Background: an optimization exercise with open tools, aiming at small area, a short achievable clock period and few clock cycles per item. Do not read the settings as production practice. Where RTL was checked, it was by simulation tests only, not by an equivalence proof against the original. The RTL of runs 3 to 5 was laid out without a check of its function. Power is estimated from default activity; no workload was simulated.

==> design.v <==
`timescale 1ns/100ps
`default_nettype none
module rr_picker (
    input  wire  [8-1:0]               call_vld_i,
    input  wire  [8*$clog2(4)-1:0]   child_i,
    input  wire  [4-1:0]              child_rdy_i,
    input  wire  [8-1:0]               mask_i,
    output logic                                 any_o,
    output logic [8-1:0]               grant_o
);
    localparam int NP = 8;
    logic [NP-1:0] elig;
    logic [NP-1:0] kill;
    logic [NP-1:0] mask;
    assign mask = {mask_i[NP-1:1], 1'b0};
    logic [4-1:0] dec [NP];
    always_comb begin
        for (int p = 0; p < NP; p++) begin
            for (int c = 0; c < 4; c++) begin
                dec[p][c] = call_vld_i[p] & (child_i[p*$clog2(4) +: $clog2(4)] == $clog2(4)'(c));
            end
            elig[p] = (dec[p] & child_rdy_i) != '0;
        end
    end
    always_comb begin
        for (int p = 0; p < NP; p++) begin
            kill[p] = 1'b0;
            for (int q = 0; q < NP; q++) begin
                if (q < p) begin
                    kill[p] = kill[p] | (elig[q] & ~(~mask[q] & mask[p]));
                end else if (q > p) begin
                    kill[p] = kill[p] | (elig[q] & mask[q] & ~mask[p]);
                end
            end
            grant_o[p] = elig[p] & ~kill[p];
        end
    end
    assign any_o = elig != '0;
endmodule
`default_nettype wire
`timescale 1ns/100ps
`default_nettype none
module call_arbiter (
    input  wire                                  clk,
    input  wire                                  rstn,
    input  wire  [8-1:0]               call_vld_i,
    input  wire  [8*($clog2(4) + $clog2(4) + 1 + 16 + 2 * 16)-1:0]     call_req_i,
    output logic [8-1:0]               call_rdy_o,
    input  wire  [4-1:0]              child_rdy_i,
    output logic                                 call_vld_o,
    output logic [($clog2(8) + ($clog2(4) + $clog2(4) + 1 + 16 + 2 * 16))-1:0]                 call_o
);
    localparam int NP = 8;
    logic [NP*$clog2(4)-1:0]  child;
    logic [NP-1:0]              grant;
    logic                       any;
    logic [NP-1:0]              mask;
    logic [NP-1:0]              mask_next;
    logic [($clog2(8) + ($clog2(4) + $clog2(4) + 1 + 16 + 2 * 16))-1:0]       sel;
    always_comb begin
        for (int p = 0; p < NP; p++) begin
            child[p*$clog2(4) +: $clog2(4)] =
                call_req_i[p*($clog2(4) + $clog2(4) + 1 + 16 + 2 * 16) + (($clog2(4) + $clog2(4) + 1 + 16 + 2 * 16) - $clog2(4)) +: $clog2(4)];
        end
    end
    rr_picker i_pick (
        .call_vld_i (call_vld_i),
        .child_i    (child),
        .child_rdy_i(child_rdy_i),
        .mask_i     (mask),
        .any_o      (any),
        .grant_o    (grant)
    );
    assign call_rdy_o = grant;
    always_comb begin
        sel = '0;
        for (int p = 0; p < NP; p++) begin
            sel = sel | ({($clog2(8) + ($clog2(4) + $clog2(4) + 1 + 16 + 2 * 16)){grant[p]}} &
                         {$clog2(8)'(p), call_req_i[p*($clog2(4) + $clog2(4) + 1 + 16 + 2 * 16) +: ($clog2(4) + $clog2(4) + 1 + 16 + 2 * 16)]});
        end
    end
    always_comb begin
        for (int q = 0; q < NP; q++) begin
            mask_next[q] = 1'b0;
            for (int p = 0; p < q; p++) begin
                mask_next[q] = mask_next[q] | grant[p];
            end
        end
    end
    always_ff @(posedge clk or negedge rstn) begin
        if (!rstn) begin
            call_vld_o <= 1'b0;
            mask       <= '0;
        end else begin
            call_vld_o <= any;
            if (any) begin
                mask <= mask_next;
            end
        end
    end
    always_ff @(posedge clk) begin
        call_o <= sel;
    end
endmodule
`default_nettype wire
==> flow/run.sh <==
#!/bin/bash
# The standard layout (standard.sh), with three changes:
# - synthesis maps the rr_picker module (the pick behind call_rdy_o and
#   call_o) with a delay-oriented ABC script, see my_synth.tcl; all else as
#   standard
# - port buffers are plain buf_1 cells instead of the delay cells that
#   buffer_ports picks by default
# - the pick's ports are placed together, see io.tcl
set -euo pipefail
export BUFFER_PORTS_ARGS="-buffer_cell sky130_fd_sc_hd__buf_1"
export IO_CONSTRAINTS="$PWD/flow/io.tcl"
sed "s#SYNTH_SCRIPT=[^ ]*#SYNTH_SCRIPT=$PWD/flow/my_synth.tcl#" standard.sh > own_standard.sh
grep -q "SYNTH_SCRIPT=$PWD/flow/my_synth.tcl" own_standard.sh
bash own_standard.sh > flow_make.log 2>&1
==> flow/fast.script <==
strash
dch
map -p
mfs2
strash
dch
map -p
buffer -c
topo
stime -c
upsize -c
dnsize -c
==> flow/io.tcl <==
# keep the ports of the pick (offers, child bits, child readiness and
# call_rdy_o) together on one stretch of the bottom edge, so the path from
# them through the pick back to call_rdy_o stays short
set_io_pin_constraint -region bottom:50-120 -pin_names [list \
    {call_vld_i[0]} \
    {call_vld_i[1]} \
    {call_vld_i[2]} \
    {call_vld_i[3]} \
    {call_vld_i[4]} \
    {call_vld_i[5]} \
    {call_vld_i[6]} \
    {call_vld_i[7]} \
    {child_rdy_i[0]} \
    {child_rdy_i[1]} \
    {child_rdy_i[2]} \
    {child_rdy_i[3]} \
    {call_rdy_o[0]} \
    {call_rdy_o[1]} \
    {call_rdy_o[2]} \
    {call_rdy_o[3]} \
    {call_rdy_o[4]} \
    {call_rdy_o[5]} \
    {call_rdy_o[6]} \
    {call_rdy_o[7]} \
    {call_req_i[51]} \
    {call_req_i[52]} \
    {call_req_i[104]} \
    {call_req_i[105]} \
    {call_req_i[157]} \
    {call_req_i[158]} \
    {call_req_i[210]} \
    {call_req_i[211]} \
    {call_req_i[263]} \
    {call_req_i[264]} \
    {call_req_i[316]} \
    {call_req_i[317]} \
    {call_req_i[369]} \
    {call_req_i[370]} \
    {call_req_i[422]} \
    {call_req_i[423]} \
]
==> flow/my_synth.tcl <==
# The standard synthesis (synth_recipe.tcl, sourced unchanged), except that
# ABC first maps the round-robin pick module (rr_picker, which drives
# call_rdy_o and the call_o multiplexer) with a delay-oriented script; the
# second call then maps the rest as the standard synthesis does
set own_dir [file dirname [file normalize [info script]]]
set fast_script [file join $own_dir fast.script]
proc abc {args} {
  set i [lsearch -exact $args -script]
  set fast_args [lreplace $args [expr {$i + 1}] [expr {$i + 1}] $::fast_script]
  yosys abc {*}$fast_args rr_picker
  yosys abc {*}$args
}
source [file join [file dirname $own_dir] synth_recipe.tcl]
==> standard.sh <==
#!/bin/bash
# synth_recipe.tcl (not shown) runs the flow's synth.tcl, then flattens the netlist and writes it again
# the make line also repeats each setting of config.mk as NAME=value (left out here)
make -C /OpenROAD-flow-scripts/flow DESIGN_CONFIG=/design/flow/config.mk WORK_HOME=/design/flow/orfs CLKGATE_MAP_FILE= SYNTH_SCRIPT=/design/flow/synth_recipe.tcl "${@:-finish}"
==> config.mk <==
export PLATFORM = sky130hd
export DESIGN_NAME = call_arbiter
export DESIGN_NICKNAME = call_arbiter
export VERILOG_FILES = /design/flow/design.v
export SDC_FILE = /design/flow/constraint.sdc
export NUM_CORES = 4
export LEC_CHECK = 0
export CAP_MARGIN = 20
export CORE_AREA = 2.5 2.5 169.5 169.5
export CTS_BUF_LIST = sky130_fd_sc_hd__clkbuf_8
export DIE_AREA = 0 0 172 172
export SETUP_SLACK_MARGIN = 1.3
export SLEW_MARGIN = 20
export SYNTH_HIERARCHICAL = 1
export TNS_END_PERCENT = 0
==> constraint.sdc <==
create_clock -name core_clock -period 4.0 [get_ports {clk}]
set_input_delay 0.8000 -clock core_clock [delete_from_list [all_inputs] [get_ports {clk}]]
set_output_delay 0.8000 -clock core_clock [all_outputs]
set_load 0.01 [all_outputs]
==> results of run 1 <==
[per-stage QoR]
step / instance area [um^2] / cells
2_1_floorplan: 4330 / 514
3_5_place_dp: 6620 / 1356
3_3_place_gp: 6620 / 1356
5_1_grt: 7150 / 1386
4_1_cts: 7100 / 1382
6_report: 7160 / 1389
[final timing paths]
kind,end,cells after the start,slack [ps]
worst min-delay path,call_vld_o,1,340
worst max register to register,call_o[42],9,1510
worst max-delay path,call_rdy_o[4],9,1120
worst min register to register,mask[1],1,600
min in group core_clock,mask[1],1,600
max in group asynchronous,mask[5],1,3350
[repair_timing]
| action | 4_1_cts | 5_1_grt |
|---|---|---|
| resized for setup | 65 | 15 |
| hold endpoints to repair | 0 | 0 |
| pin swaps | 24 | 21 |
| setup endpoints to repair | 14 | 28 |
| buffers inserted | 10 | 2 |
[cell usage in the layout, fill, tap and decap left out, types with 6 or more instances in the layout]
cell / instances
inv_2: 6
a22oi_1: 213
buf_6: 8
clkbuf_8: 12
buf_1: 474
nand2_1: 9
dfxtp_1: 56
nor2_1: 12
dfrtp_1: 8
a21oi_4: 6
buf_2: 11
buf_4: 30
nand4_1: 83
inv_1: 15
[cell type report]
cell class	instances	area, um^2
fill	3121	20500
multi-input combinational	378	2850
timing repair buffer	527	2210
sequential	64	1320
tap	378	473
clock buffer	12	165
inverter	21	78.8
clock inverter	4	51.3
antenna	5	12.5
[report_power, final]
group | internal (mW) | switching (mW) | total, mW
sequential | 0.960 | 0.142 | 1.10
combinational | 0.637 | 1.08 | 1.71
clock | 0.340 | 0.307 | 0.647
[state kept, by name (all words and copies together), names as in the netlist]
register    cells
call_o         56
call_vld_o      1
mask            7
[metal layers]
metal  share of wire [%]  vias to the layer above
met1                  35                     3281
li1                    -                     3133
met5                0.39                        -
met4                 3.0                       18
met3                  14                       78
met2                  47                      540
==> implementation parameters, run 1 <==
Parameter                              Value

STA
  Number of hold violations in the final report    0
  Post-Route Setup TNS    0 ps
  Worst clock skew    15.3 ps
  F_max    0.348 GHz
  Min Hold Slack    345 ps
  Endpoints failing setup    0
  Number of pins exceeding their max-slew limit in the final report    0
  Unrepaired setup endpoints after global routing    true
  Tightest slew margin relative to the limit    47.4%
  Setup slack after layout    1120 ps
  Period minus WS final    2880 ps
  Crit share post-route    71.9%
  Pin slew with the least headroom to its limit    790 ps

Place
  Pre-CTS setup slack    764 ps
  RePlAce Congestion    0.855
  Detailed Place HPWL    22.2 mm
  Buffers on Ports    502

Worst setup path
  Data required time of the critical path    3200 ps
  Sequence of cells on the critical path    buf_2 > inv_1 > nand4_1 > nand4_1 > buf_6 > nor3_4 > nand4_1 > a21oi_4 > buf_2
  Reg-to-Reg Start    mask[7]
  Critical path start-end classification    primary input to output pin
  Highest cell delay on the worst timing path    240 ps
  Critical Path Sink Type    output pin
  Signal arrival time at the worst endpoint    2080 ps
  Cell family with the largest share of critical-path delay    simple AND/OR/NAND/NOR gates
  CP most frequent cell    nand4_1
  Critical path's slowest cell    nor3_4
  Number of buffers and inverters on the critical path    4
  Worst setup startpoint    call_req_i[51]
  Max FO, Critical Path    5
  Kind of launch point of the worst setup path    primary input

CTS
  TritonCTS Buffers    9
  Number of levels in the clock H-tree    3
  Clock sink count    64
  Total of hold buffers inserted after clock tree synthesis    0
  Insertion delay of the later-clocked pin in the worst-skew pair    350 ps
  Clock-pin slew of the registers on the worst-case setup and hold paths    90 ps
  Clock Tree Buf Depth    2
  Clock tree from TritonCTS    done
  Clk Tree Root Cell    clkbuf_8

Final layout
  Synthesis-to-layout area growth    65.4%
  Layout cell share with drive strength beyond 1    10.4%
  Count of nets after finishing    1439
  Final core utilization    25.9%

Power and ir drop
  Total leakage power    2.29 nW
  PwrDens    484 mW/mm^2
  Maximum VDD drop    0.163 mV
  Total power consumption of the routed design    3.46 mW

Die
  Number of rows created at floorplan    61
  Core box area    0.0276 mm^2
  Initial core utilization    15.7%
  Die area    0.0296 mm^2
  Die Span X    172 um
  Die span in y    172 um
  IO Pins    503

GRT
  Total overflow reported by the global router    0
  Met1 Usage GRT    19.0%
  Global-route wire length before repair    37.5 mm
  Busiest metal layer after global routing    met2
  Vias in the first global route    6386
  Met3 track utilization from global routing    7.97%
  Pin count of the biggest net entering global routing    58
  Met2 usage    28.3%
  Overall fraction of global-route tracks in use    17.0%
  Initial antenna violation count    12

Route
  Count of nets left with antenna violations after detail routing    0
  Initial DRC Count    636
  Average via count per standard cell    5.08
  Mean routed wirelength per cell    20.4 um
  1st-pass router iterations    5
  Via count    7050
  Number of DRC violations after detailed routing    0
  Total length of routed wires    28.3 mm

Logic synthesis
  Post-Synthesis Mean Instance Area    8.42 um^2
  Netlist area before placement    0.00433 mm^2
  Post-Syn Instances    514
  Number of warnings issued by yosys    9

Hold path
  Worst min-delay path class    primary input to async pin

Run status
  Status  timing/DRC/antenna clean

Flow run
  Max Cap Viol    0
Testbench counts, summed over its fixed seeds: cycles 3,319, calls 3,072.
==> run 2, diff against run 1 <==
--- a/config.mk
+++ b/config.mk
@@ -9,7 +9,7 @@
 export CORE_AREA = 2.5 2.5 169.5 169.5
 export CTS_BUF_LIST = sky130_fd_sc_hd__clkbuf_8
 export DIE_AREA = 0 0 172 172
-export SETUP_SLACK_MARGIN = 1.3
+export SETUP_SLACK_MARGIN = 1.5
 export SLEW_MARGIN = 20
 export SYNTH_HIERARCHICAL = 1
 export TNS_END_PERCENT = 0
==> run 2 against run 1 <==
Non-clock buffer count is 1 lower; sequential cell count is the same; clock power fell by 7.0%; global-route usage is 0.16 points higher; die area unchanged; critical path type unchanged; largest cell class unchanged.
==> implementation parameters, run 2 <==
Parameter                              Value

GRT
  Overall fraction of global-route tracks in use    17.2%
  Global-route wire length before repair    37.3 mm
  Initial antenna violation count    10
  Vias in the first global route    6117
  Total overflow reported by the global router    0
  Pin count of the biggest net entering global routing    58

Final layout
  Number of flip-flops in the largest register    56
  Top library cells by usage in the layout, fill and taps aside    buf_1 (476), a22oi_1 (213), nand4_1 (83), dfxtp_1 (56), buf_4 (26)
  Leading cell type in the layout, fill and taps excluded    buf_1
  Largest register by flop count    call_o
  Final core utilization    25.8%
  Area of all placed cells without fillers    0.00712 mm^2
  Layout cell share with drive strength beyond 1    9.86%
  Synthesis-to-layout area growth    64.6%
  Count of nets after finishing    1438
  Post-route insts no fill    1389
  Top Registers    call_o: 56 flops, mask: 7 flops, call_vld_o: 1 flops

STA
  Setup slack after layout    1130 ps
  Number of hold violations in the final report    0
  F_max    0.349 GHz
  Worst clock skew    10.1 ps
  Endpoints failing setup    0
  Unrepaired setup endpoints after global routing    true
  Period minus WS final    2870 ps
  Crit share post-route    71.7%
  Post-Route Setup TNS    0 ps
  Pin slew with the least headroom to its limit    810 ps
  Number of pins exceeding their max-slew limit in the final report    0
  Min Hold Slack    362 ps
  Tightest slew margin relative to the limit    46.0%

Worst setup path
  Reg-to-Reg Start    mask[7]
  Worst r2r dst    call_o[0]
  Sequence of cells on the critical path    buf_8 > nand4_1 > nand4_4 > nor3_4 > nand4_1 > a21oi_4 > buf_6
  Reg2reg path depth    10
  CP most frequent cell    nand4_1
  Max FO, Critical Path    4
  Signal arrival time at the worst endpoint    2070 ps
  Critical path's slowest cell    nor3_4
  Critical Path End    call_rdy_o[4]
  Kind of launch point of the worst setup path    primary input
  Critical path start-end classification    primary input to output pin
  Data required time of the critical path    3200 ps
  Setup slack of the most critical reg-to-reg path    1380 ps
  Highest cell delay on the worst timing path    270 ps
  Critical Path Sink Type    output pin
  Worst setup startpoint    call_req_i[105]

Run status
  Status  timing/DRC/antenna clean

CTS
  Clk Tree Root Cell    clkbuf_8
  TritonCTS Buffers    9
  Clock Tree Buf Depth    2
  Insertion delay of the later-clocked pin in the worst-skew pair    360 ps
  Number of levels in the clock H-tree    3
  Clock tree from TritonCTS    done
  Clock-pin slew of the registers on the worst-case setup and hold paths    70 ps
  Clock sink count    64

Flow run
  Max Cap Viol    0

Route
  Initial DRC Count    783
  Number of DRC violations after detailed routing    0
  1st-pass router iterations    6
  Count of nets left with antenna violations after detail routing    0
  Average via count per standard cell    5.04
  Mean routed wirelength per cell    20.9 um
  Total length of routed wires    29.0 mm
  Via count    7007

Logic synthesis
  Netlist area before placement    0.00433 mm^2
  Number of warnings issued by yosys    9
  Post-Syn Instances    514
  Post-Synthesis Mean Instance Area    8.42 um^2

Place
  Pre-CTS setup slack    721 ps
  Cell area reported after detailed placement    0.00661 mm^2
  Detailed Place HPWL    22.4 mm
  Buffers on Ports    502
  Cell total after placement    1355
  RePlAce Congestion    0.865

Die
  IO Pins    503
  Die Span X    172 um
  Die area    0.0296 mm^2
  Initial core utilization    15.7%
  Core box area    0.0276 mm^2
  Die span in y    172 um
  Number of rows created at floorplan    61

Power and ir drop
  Total power consumption of the routed design    3.41 mW
  Maximum VDD drop    0.148 mV
  Total leakage power    2.28 nW
  PwrDens    479 mW/mm^2

Hold path
  Worst min-delay path class    primary input to async pin
-- run 2: how the worst min path moves through the flow --
| stage | from | to | cells past startpoint | slack, ps |
|---|---|---|---|---|
| 2_1_floorplan | rstn | call_vld_o | 0 | 500 |
| 3_3_place_gp | mask[1] | mask[1] | 1 | 560 |
| 3_5_place_dp | mask[1] | mask[1] | 1 | 560 |
| 4_1_cts | rstn | call_vld_o | 1 | 340 |
| 5_1_grt | rstn | mask[1] | 1 | 380 |
| 6_report | rstn | call_vld_o | 1 | 360 |
-- run 2: report_power, final --
| group | total (mW) | leakage (nW) | internal, mW | switching, mW |
|---|---|---|---|---|
| Sequential | 1.09 | 0.565 | 0.959 | 0.133 |
| Combinational | 1.71 | 1.62 | 0.627 | 1.09 |
| Clock | 0.602 | 0.103 | 0.316 | 0.286 |
| Total | 3.41 | 2.28 | 1.90 | 1.51 |
-- run 2: timing repair --
item | in CTS | in global routing
pin swaps | 24 | 12
resized for setup | 50 | 21
hold buffers | 0 | 0
setup endpoints to repair | 71 | 72
setup buffers | 12 | 0
-- run 2: cell type report --
type	count	area [um^2]
diodes	7	17.5
clock buffers	11	151
clock inverters	4	46.3
fillers	3108	20500
inverters	21	78.8
multi-input cells	378	2850
flip-flops and latches	64	1320
well taps	378	473
repair buffers	526	2190
-- run 2: worst max-delay path, delay by kind of cell --
family | cells | cell delay, ps
buffers and inverters | 2 | 230
AOI/OAI and AO/OA | 1 | 200
and+or+nand+nor | 4 | 820
-- run 2: routing by layer --
| layer | GRT usage [%] | share of wire, % | routed length [um] |
|---|---|---|---|
| met5 | 0 | 0.028 | 8 |
| met2 | 27.2 | 46 | 13400 |
| met3 | 5.01 | 12 | 3530 |
| met1 | 21.6 | 38 | 11000 |
| met4 | 8.09 | 3.6 | 1030 |
==> run 3, diff against run 2 <==
--- a/design.v
+++ b/design.v
@@ -11,15 +11,9 @@
     localparam int NP = 8;
     logic [NP-1:0] elig;
     logic [NP-1:0] kill;
-    logic [NP-1:0] mask;
-    assign mask = {mask_i[NP-1:1], 1'b0};
-    logic [4-1:0] dec [NP];
     always_comb begin
         for (int p = 0; p < NP; p++) begin
-            for (int c = 0; c < 4; c++) begin
-                dec[p][c] = call_vld_i[p] & (child_i[p*$clog2(4) +: $clog2(4)] == $clog2(4)'(c));
-            end
-            elig[p] = (dec[p] & child_rdy_i) != '0;
+            elig[p] = call_vld_i[p] & child_rdy_i[child_i[p*$clog2(4) +: $clog2(4)]];
         end
     end
     always_comb begin
@@ -27,9 +21,9 @@
             kill[p] = 1'b0;
             for (int q = 0; q < NP; q++) begin
                 if (q < p) begin
-                    kill[p] = kill[p] | (elig[q] & ~(~mask[q] & mask[p]));
+                    kill[p] = kill[p] | (elig[q] & ~(~mask_i[q] & mask_i[p]));
                 end else if (q > p) begin
-                    kill[p] = kill[p] | (elig[q] & mask[q] & ~mask[p]);
+                    kill[p] = kill[p] | (elig[q] & mask_i[q] & ~mask_i[p]);
                 end
             end
             grant_o[p] = elig[p] & ~kill[p];
@@ -63,6 +57,14 @@
                 call_req_i[p*($clog2(4) + $clog2(4) + 1 + 16 + 2 * 16) + (($clog2(4) + $clog2(4) + 1 + 16 + 2 * 16) - $clog2(4)) +: $clog2(4)];
         end
     end
+    rr_picker i_pick_rdy (
+        .call_vld_i (call_vld_i),
+        .child_i    (child),
+        .child_rdy_i(child_rdy_i),
+        .mask_i     (mask),
+        .any_o      (),
+        .grant_o    (call_rdy_o)
+    );
     rr_picker i_pick (
         .call_vld_i (call_vld_i),
         .child_i    (child),
@@ -71,7 +73,6 @@
         .any_o      (any),
         .grant_o    (grant)
     );
-    assign call_rdy_o = grant;
     always_comb begin
         sel = '0;
         for (int p = 0; p < NP; p++) begin
@@ -90,7 +91,7 @@
     always_ff @(posedge clk or negedge rstn) begin
         if (!rstn) begin
             call_vld_o <= 1'b0;
-            mask       <= '0;
+            mask       <= '1;
         end else begin
             call_vld_o <= any;
             if (any) begin
==> flow/run.sh (replaced) <==
#!/bin/bash
# standard layout, but with plain buffers on the ports instead of the delay
# cells buffer_ports picks by default
set -euo pipefail
export BUFFER_PORTS_ARGS="-buffer_cell sky130_fd_sc_hd__buf_1"
bash standard.sh > flow_make.log 2>&1
==> config.mk (replaced) <==
export PLATFORM = sky130hd
export DESIGN_NAME = call_arbiter
export DESIGN_NICKNAME = call_arbiter
export VERILOG_FILES = /design/flow/design.v
export SDC_FILE = /design/flow/constraint.sdc
export NUM_CORES = 4
export LEC_CHECK = 0
export CAP_MARGIN = 20
export CORE_AREA = 2.5 2.5 177.5 177.5
export DIE_AREA = 0 0 180 180
export SETUP_SLACK_MARGIN = 1.5
export SLEW_MARGIN = 20
export SYNTH_HIERARCHICAL = 1
removed: flow/fast.script
removed: flow/io.tcl
removed: flow/my_synth.tcl
==> run 3 against run 2 <==
Critical path depth is the same; final cell count grew 12%; power grew 39%; register-to-register slack lost 270 ps; maximum frequency shrank 9.8%; sequential cell count grew 1; sequential power grew 5%; non-clock buffer count grew 88; clock power grew 51%; clock skew shrank 0.55 ps; global-route usage grew 7.7 points; critical path type unchanged; highest routed layer unchanged.
==> implementation parameters, run 3 <==
Parameter                              Value

Die
  Number of rows created at floorplan    64
  Die area    0.0324 mm^2
  IO Pins    503
  Initial core utilization    15.9%
  Core box area    0.0303 mm^2
  Die Span X    180 um
  Die span in y    180 um

STA
  Unrepaired setup endpoints after global routing    true
  Worst clock skew    9.54 ps
  Period minus WS final    3180 ps
  Endpoints failing setup    0
  Pin slew with the least headroom to its limit    529 ps
  Number of hold violations in the final report    0
  F_max    0.315 GHz
  Post-Route Setup TNS    0 ps
  Tightest slew margin relative to the limit    64.7%
  Number of pins exceeding their max-slew limit in the final report    0
  Crit share post-route    79.5%

Route
  Count of nets left with antenna violations after detail routing    0
  Number of DRC violations after detailed routing    0
  Total length of routed wires    44.2 mm
  Mean routed wirelength per cell    28.4 um
  Average via count per standard cell    5.26
  1st-pass router iterations    7
  Initial DRC Count    667
  Via count    8172

CTS
  Clock tree from TritonCTS    done
  Clock-pin slew of the registers on the worst-case setup and hold paths    70 ps
  Clk Tree Root Cell    clkbuf_16
  Number of levels in the clock H-tree    3
  TritonCTS Buffers    9
  Insertion delay of the later-clocked pin in the worst-skew pair    360 ps
  Clock Tree Buf Depth    2
  Clock sink count    65

Final layout
  Area of all placed cells without fillers    0.0102 mm^2
  Top Registers    call_o: 56 flops, mask: 8 flops, call_vld_o: 1 flops
  Largest register by flop count    call_o
  Synthesis-to-layout area growth    112%
  Number of flip-flops in the largest register    56
  Leading cell type in the layout, fill and taps excluded    buf_1
  Count of nets after finishing    1582
  Layout cell share with drive strength beyond 1    28.5%
  Top library cells by usage in the layout, fill and taps aside    buf_1 (482), a22oi_1 (107), a22oi_2 (107), nand4_1 (59), dfxtp_1 (56)
  Number of filler cells placed in the layout    3190

Logic synthesis
  Netlist area before placement    0.00481 mm^2
  Post-Syn Instances    561
  Number of warnings issued by yosys    8
  Post-Synthesis Mean Instance Area    8.58 um^2

Worst setup path
  Reg-to-Reg Start    mask[5]
  Setup slack of the most critical reg-to-reg path    1110 ps
  Reg2reg path depth    11
  Worst r2r dst    call_o[53]
  Data required time of the critical path    3200 ps
  Signal arrival time at the worst endpoint    2380 ps
  Max FO, Critical Path    5
  Critical path start-end classification    primary input to output pin
  Kind of launch point of the worst setup path    primary input
  Critical Path Sink Type    output pin

Hold path
  Worst min-delay path class    primary input to async pin

GRT
  Vias in the first global route    8068
  Total overflow reported by the global router    0
  Initial antenna violation count    28
  Pin count of the biggest net entering global routing    29
  Overall fraction of global-route tracks in use    24.9%
  Global-route wire length before repair    57.8 mm

Run status
  Status  timing/DRC/antenna clean

Place
  Detailed Place HPWL    29.1 mm
  Cell area reported after detailed placement    0.00756 mm^2
  RePlAce Congestion    0.951
  Buffers on Ports    502

Power and ir drop
  PwrDens    467 mW/mm^2
  Total leakage power    3.34 nW
  Maximum VDD drop    0.279 mV

Flow run
  Max Cap Viol    0
-- run 3: worst max path at each step --
stage	start	endpoint	depth (start not counted)
2_1_floorplan	call_req_i[263]	call_rdy_o[3]	5
3_3_place_gp	child_rdy_i[3]	call_rdy_o[3]	7
3_5_place_dp	child_rdy_i[2]	call_o[46]	9
4_1_cts	call_req_i[263]	call_rdy_o[3]	7
5_1_grt	child_rdy_i[3]	call_rdy_o[6]	9
6_report	child_rdy_i[3]	call_rdy_o[3]	7
-- run 3: stage by stage --
stage | cells | utilization [%] | hold slack (ps) | worst slack [ps] | power (mW)
floorplan | 561 | - | 488 | 1130 | 2.15
global placement | 1431 | 24.9 | 506 | 554 | 2.89
detailed placement | 1431 | 24.9 | 513 | 517 | 2.92
CTS | 1533 | 31.8 | 370 | 765 | 4.57
global route | 1549 | 33.5 | 395 | 747 | 4.97
finish | 1553 | 33.5 | 384 | 821 | 4.75
-- run 3: worst max-delay path: stages --
cell     delay (ps)
buf_12          110
mux4_2          510
and3_4          180
nor4_4          250
a32oi_1         170
nor3b_2         200
buf_2           160
-- run 3: power by group --
group	internal (mW)	switching (mW)	total [mW]	leakage, nW
Sequential	0.970	0.175	1.14	0.564
Combinational	1.25	1.45	2.70	2.62
Clock	0.547	0.364	0.911	0.155
Total	2.77	1.99	4.75	3.34
-- run 3: final cells by class --
class	count	area [um^2]	share of cell area, %
flip-flops and latches	65	1360	13.3
diodes	8	20.0	0.197
repair buffers	614	3820	37.5
clock inverters	7	95.1	0.934
well taps	396	495	4.87
multi-input cells	449	4150	40.8
clock buffers	9	225	2.21
inverters	5	18.8	0.184
-- run 3: routing by layer --
| layer | wire length (um) | vias up | GRT usage (%) | part of all wire [%] |
|---|---|---|---|---|
| li1 | - | 3552 | - | - |
| met1 | 17000 | 3931 | 30.2 | 39 |
| met2 | 19600 | 544 | 38.1 | 44 |
| met3 | 5650 | 111 | 12.3 | 13 |
| met4 | 1610 | 34 | 8.88 | 3.7 |
| met5 | 222 | - | 0 | 0.50 |
-- run 3: what timing repair did --
action | 4_1_cts | 5_1_grt
hold buffers | 0 | 0
buffers inserted | 63 | 4
pin swaps | 50 | 53
gates cloned | 23 | 8
gates resized for setup | 172 | 60
setup endpoints to repair | 71 | 73
==> run 4, diff against run 3 <==
--- a/design.v
+++ b/design.v
@@ -11,9 +11,13 @@
     localparam int NP = 8;
     logic [NP-1:0] elig;
     logic [NP-1:0] kill;
+    logic [4-1:0] dec [NP];
     always_comb begin
         for (int p = 0; p < NP; p++) begin
-            elig[p] = call_vld_i[p] & child_rdy_i[child_i[p*$clog2(4) +: $clog2(4)]];
+            for (int c = 0; c < 4; c++) begin
+                dec[p][c] = call_vld_i[p] & (child_i[p*$clog2(4) +: $clog2(4)] == $clog2(4)'(c));
+            end
+            elig[p] = (dec[p] & child_rdy_i) != '0;
         end
     end
     always_comb begin
@@ -91,7 +95,7 @@
     always_ff @(posedge clk or negedge rstn) begin
         if (!rstn) begin
             call_vld_o <= 1'b0;
-            mask       <= '1;
+            mask       <= '0;
         end else begin
             call_vld_o <= any;
             if (any) begin
--- a/config.mk
+++ b/config.mk
@@ -8,6 +8,6 @@
 export CAP_MARGIN = 20
 export CORE_AREA = 2.5 2.5 177.5 177.5
 export DIE_AREA = 0 0 180 180
-export SETUP_SLACK_MARGIN = 1.5
+export SETUP_SLACK_MARGIN = 1.0
 export SLEW_MARGIN = 20
 export SYNTH_HIERARCHICAL = 1
==> run 4 against run 3 <==
Critical path depth unchanged; hold slack got worse by 21 ps; wire length decreased by 17%; combinational power decreased by 33%; die area unchanged.
==> implementation parameters, run 4 <==
Parameter                              Value

Route
  Met3 wire len    5.28 mm
  Mean routed wirelength per cell    24.5 um
  Average via count per standard cell    5.27
  Total length of routed wires    36.9 mm
  Count of nets left with antenna violations after detail routing    0
  1st-pass router iterations    7
  Detailed-route wire length on metal 1    13.6 mm
  Highest routed layer    met5
  Number of DRC violations after detailed routing    0
  Via count    7926
  Initial DRC Count    836
  DR WL met2    16.6 mm

GRT
  Initial antenna violation count    24
  Total overflow reported by the global router    0
  Pin count of the biggest net entering global routing    56
  Vias in the first global route    7477
  Overall fraction of global-route tracks in use    20.1%
  Global-route wire length before repair    48.6 mm

Final layout
  Synthesis-to-layout area growth    75.2%
  Top Registers    call_o: 56 flops, mask: 7 flops, call_vld_o: 1 flops
  Post-route insts no fill    1503
  Top library cells by usage in the layout, fill and taps aside    buf_1 (481), a22oi_1 (214), nand4_1 (56), dfxtp_1 (56), buf_4 (46)
  Layout cell share with drive strength beyond 1    14.5%
  Number of flip-flops in the largest register    56
  Multi-input gate area in the final layout    0.00359 mm^2
  Area of all placed cells without fillers    0.00845 mm^2
  Count of nets after finishing    1533
  Leading cell type in the layout, fill and taps excluded    buf_1
  Number of filler cells placed in the layout    3342
  Largest register by flop count    call_o
  FF/Latch Area    0.00132 mm^2

Worst setup path
  Signal arrival time at the worst endpoint    2500 ps
  Cell family with the largest share of critical-path delay    multiplexers
  Highest cell delay on the worst timing path    550 ps
  Number of buffers and inverters on the critical path    3
  Data required time of the critical path    3200 ps
  Sequence of cells on the critical path    buf_12 > buf_4 > mux4_2 > nand2_2 > a32oi_2 > a2111oi_2 > buf_2
  Critical Path Sink Type    output pin
  Max FO, Critical Path    6
  Critical path start-end classification    primary input to output pin
  Kind of launch point of the worst setup path    primary input
  Critical path's slowest cell    mux4_2

STA
  Setup slack after layout    698 ps
  Unrepaired setup endpoints after global routing    true
  Number of pins exceeding their max-slew limit in the final report    0
  F_max    0.303 GHz
  Pin slew with the least headroom to its limit    584 ps
  Crit share post-route    82.5%
  Worst clock skew    5.20 ps
  Endpoints failing setup    0
  Period minus WS final    3300 ps
  Tightest slew margin relative to the limit    60.9%
  Number of hold violations in the final report    0

Power and ir drop
  Switching power total    1.56 mW
  Switching share of power    42.3%
  Relative contribution of the clock network to total power    22.8%
  PwrDens    438 mW/mm^2
  Total leakage power    2.80 nW
  Fraction of power consumed by combinational cells    48.6%
  Maximum VDD drop    0.174 mV
  Sequential power share    28.6%
  Internal power consumption    2.14 mW

CTS
  Insertion delay of the later-clocked pin in the worst-skew pair    340 ps
  Total of hold buffers inserted after clock tree synthesis    0
  TritonCTS Buffers    9
  Clock tree from TritonCTS    done
  Clk Tree Root Cell    clkbuf_16
  Number of levels in the clock H-tree    3
  Clock-pin slew of the registers on the worst-case setup and hold paths    60 ps
  Clock Tree Buf Depth    2
  Clock sink count    64

Flow run
  Max Cap Viol    0

Place
  Cell area reported after detailed placement    0.00729 mm^2
  Pre-CTS setup slack    -128 ps
  Cell total after placement    1438
  Detailed Place HPWL    26.8 mm
  Buffers on Ports    502
  RePlAce Congestion    1.04

Logic synthesis
  Post-Syn Instances    561
  Netlist area before placement    0.00482 mm^2
  Number of warnings issued by yosys    9
  Post-Synthesis Mean Instance Area    8.60 um^2

Die
  Initial core utilization    15.9%
  Die span in y    180 um
  Die Span X    180 um
  Core box area    0.0303 mm^2
  IO Pins    503
  Number of rows created at floorplan    64
  Die area    0.0324 mm^2

Run status
  Status  timing/DRC/antenna clean

Hold path
  Worst min-delay path class    primary input to async pin
## run 4: metal layers
metal	vias to the layer above	track usage (%)
li1	3440	-
met1	3716	24.3
met2	620	31.4
met3	120	9.24
met4	30	7.02
met5	-	0
## run 4: timing repair
item                                    in CTS  in global routing
hold endpoints to repair                     0                  0
buffers inserted                            20                 17
endpoints found under the setup margin      69                 54
pin swaps                                   12                 17
gates cloned                                 1                  4
gates resized for setup                     59                 44
## run 4: cell type report
class / instances / share of cell area, %
repair buffers: 568 / 32.0
well taps: 396 / 5.86
clock buffers: 11 / 2.99
flip-flops and latches: 64 / 15.6
inverters: 5 / 0.222
diodes: 7 / 0.207
multi-input cells: 447 / 42.4
clock inverters: 5 / 0.651
## run 4: through the flow
stage / util (%) / power (mW) / TNS (ps) / hold slack, ps
after floorplan: - / 1.85 / 0 / 504
after global placement: 24.0 / 2.60 / -30.9 / 629
after detailed placement: 24.0 / 2.62 / -128 / 636
after CTS: 26.4 / 3.59 / 0 / 357
after global routing: 27.8 / 3.90 / 0 / 393
final: 27.8 / 3.70 / 0 / 363
## run 4: path summary, 6_finish.rpt
kind                                 from  cells after the start  slack (ps)             to
setup / recovery           child_rdy_i[3]                      7         700  call_rdy_o[5]
hold reg to reg                   mask[1]                      1         660        mask[1]
max in group asynchronous            rstn                      1        3340        mask[6]
min in group core_clock           mask[1]                      1         660        mask[1]
setup reg to reg                  mask[7]                     10        1200     call_o[38]
hold / removal                       rstn                      1         360        mask[1]
## run 4: power groups by stage
stage / logic (mW) / clock network (mW) / registers [mW]
3_5_place_dp: 1.56 / 0 / 1.06
3_3_place_gp: 1.54 / 0 / 1.06
2_1_floorplan: 0.714 / 0 / 1.14
4_1_cts: 1.66 / 0.876 / 1.05
6_report: 1.80 / 0.844 / 1.06
5_1_grt: 1.92 / 0.886 / 1.09
==> run 5, diff against run 4 <==
--- a/config.mk
+++ b/config.mk
@@ -8,6 +8,7 @@
 export CAP_MARGIN = 20
 export CORE_AREA = 2.5 2.5 177.5 177.5
 export DIE_AREA = 0 0 180 180
-export SETUP_SLACK_MARGIN = 1.0
+export SETUP_SLACK_MARGIN = 1.3
 export SLEW_MARGIN = 20
 export SYNTH_HIERARCHICAL = 1
+export TNS_END_PERCENT = 0
==> run 5 against run 4 <==
Critical endpoint unchanged; register-to-register slack better by 200 ps; critical path type unchanged; via count decreased by 3.3%; final cell count decreased by 1.5%; first-iteration DRC count down 21%; combinational power shrank 9%; critical path depth stayed put; still clean on timing, DRC and antenna; global-route usage is 0.46 points lower; largest power group unchanged; core utilization fell by 1.4 points.
==> implementation parameters, run 5 <==
Parameter                              Value

Run status
  Status  timing/DRC/antenna clean

CTS
  Clock tree from TritonCTS    done
  Clock sink count    64
  Clock-pin slew of the registers on the worst-case setup and hold paths    70 ps
  Insertion delay of the later-clocked pin in the worst-skew pair    340 ps
  Clk Tree Root Cell    clkbuf_16
  TritonCTS Buffers    9
  Total of hold buffers inserted after clock tree synthesis    0
  Clock Tree Buf Depth    2
  Number of levels in the clock H-tree    3

Hold path
  Worst min-delay path class    primary input to async pin

GRT
  Initial antenna violation count    26
  Pin count of the biggest net entering global routing    56
  Global-route wire length before repair    47.7 mm
  Overall fraction of global-route tracks in use    19.6%
  Vias in the first global route    7647
  Total overflow reported by the global router    0

Place
  Detailed Place HPWL    26.7 mm
  Pre-CTS setup slack    329 ps
  Cell total after placement    1434
  Buffers on Ports    502
  RePlAce Congestion    0.953
  Cell area reported after detailed placement    0.00724 mm^2

Logic synthesis
  Post-Synthesis Mean Instance Area    8.60 um^2
  Netlist area before placement    0.00482 mm^2
  Post-Syn Instances    561
  Number of warnings issued by yosys    9

Worst setup path
  Kind of launch point of the worst setup path    primary input
  Reg2reg path depth    9
  Max FO, Critical Path    7
  Critical path start-end classification    primary input to output pin
  Data required time of the critical path    3200 ps
  Critical Path Sink Type    output pin
  Signal arrival time at the worst endpoint    2500 ps

STA
  Min Hold Slack    365 ps
  Setup slack after layout    704 ps
  Post-Route Setup TNS    0 ps
  Worst clock skew    10.5 ps
  Unrepaired setup endpoints after global routing    true
  Endpoints failing setup    0
  Crit share post-route    82.4%
  F_max    0.303 GHz
  Number of pins exceeding their max-slew limit in the final report    0
  Pin slew with the least headroom to its limit    803 ps
  Number of hold violations in the final report    0
  Tightest slew margin relative to the limit    46.5%
  Period minus WS final    3300 ps

Route
  Mean routed wirelength per cell    23.0 um
  Initial DRC Count    662
  Total length of routed wires    34.1 mm
  Number of DRC violations after detailed routing    0
  Count of nets left with antenna violations after detail routing    0
  Via count    7663
  Average via count per standard cell    5.18
  1st-pass router iterations    6

Die
  Die span in y    180 um
  Die Span X    180 um
  Number of rows created at floorplan    64
  Die area    0.0324 mm^2
  Initial core utilization    15.9%
  Core box area    0.0303 mm^2
  IO Pins    503

Final layout
  Area of all placed cells without fillers    0.00802 mm^2
  Largest register by flop count    call_o
  Count of nets after finishing    1510
  Layout cell share with drive strength beyond 1    11.5%
  Number of filler cells placed in the layout    3376
  Final core utilization    26.4%
  Top Registers    call_o: 56 flops, mask: 7 flops, call_vld_o: 1 flops
  Number of flip-flops in the largest register    56
  Post-route insts no fill    1480
  Leading cell type in the layout, fill and taps excluded    buf_1
  Synthesis-to-layout area growth    66.2%
  Top library cells by usage in the layout, fill and taps aside    buf_1 (486), a22oi_1 (215), nand4_1 (56), dfxtp_1 (56), buf_4 (39)

Power and ir drop
  Maximum VDD drop    0.205 mV
  PwrDens    435 mW/mm^2
  Total power consumption of the routed design    3.49 mW
  Total leakage power    2.58 nW

Flow run
  Max Cap Viol    0
## run 5: path summary, 6_finish.rpt
check / from / endpoint / slack, ps
min reg2reg: mask[5] / mask[5] / 660
max: child_rdy_i[2] / call_rdy_o[5] / 700
min in group core_clock: mask[5] / mask[5] / 660
max in group asynchronous: rstn / mask[6] / 3320
max reg2reg: mask[6] / call_o[26] / 1400
min: rstn / call_vld_o / 360
## run 5: critical path, stage by stage
cell	delay [ps]
buf_12	110
buf_4	160
mux4_2	550
nand3_4	150
nand3_1	130
a2111oi_4	390
buf_2	200
## run 5: report_power, final
part	switching [mW]	leakage (nW)	internal [mW]
Clock	0.340	0.134	0.450
Sequential	0.158	0.564	0.902
Combinational	0.992	1.88	0.649
## run 5: final cells by class
| type | instances | area, um^2 | area share, % |
|---|---|---|---|
| well taps | 396 | 495 | 6.18 |
| clock buffers | 12 | 256 | 3.20 |
| flip-flops and latches | 64 | 1320 | 16.5 |
| clock inverters | 3 | 17.5 | 0.219 |
| inverters | 5 | 18.8 | 0.234 |
| repair buffers | 546 | 2360 | 29.5 |
| multi-input cells | 446 | 3520 | 44.0 |
| diodes | 8 | 20.0 | 0.250 |
## run 5: routing by layer
metal	vias to the layer above	track usage (%)	share of wire, %
met5	-	0	0.54
met4	28	7.69	3.3
met3	93	9.85	15
met2	619	31.4	46
met1	3531	22.4	36
li1	3392	-	-
## run 5: timing repair
item,CTS,global route
pin swaps,4,10
setup endpoints to repair,71,72
buffers inserted,17,6
resized for setup,36,39

==> what the ideal ports hide <==
In the flow no input, the clock included, has a driving cell. The finished layouts below were timed again as built, in two steps. Step 1: set_driving_cell puts a clkbuf_16 on clk and a buf_2 on each other input, an assumption about the parent block. Step 2 also shifts input and output timing later by t, the mid clock arrival at the registers, as if the neighbouring blocks saw the same clock. Slacks: ideal ports / drivers / drivers and shift; pairs: ideal ports / drivers.
| run | shift t [ns] | setup slack, ns | worst setup path after step 2 |
|---|---|---|---|
| run 1 | 0.386 | 1.124 / 1.095 / 0.859 | input to register |
| run 2 | 0.384 | 1.131 / 1.085 / 0.764 | input to register |
| run 3 | 0.397 | 0.821 / 0.768 / 0.629 | input to register |
| run 4 | 0.385 | 0.698 / 0.652 / 0.624 | input to register |
| run 5 | 0.381 | 0.704 / 0.644 / 0.408 | input to register |
After both steps every run listed still meets setup and hold. The setup slack of run 2, which loses most, moves by -0.046 ns with the drivers and by -0.367 ns with both steps.
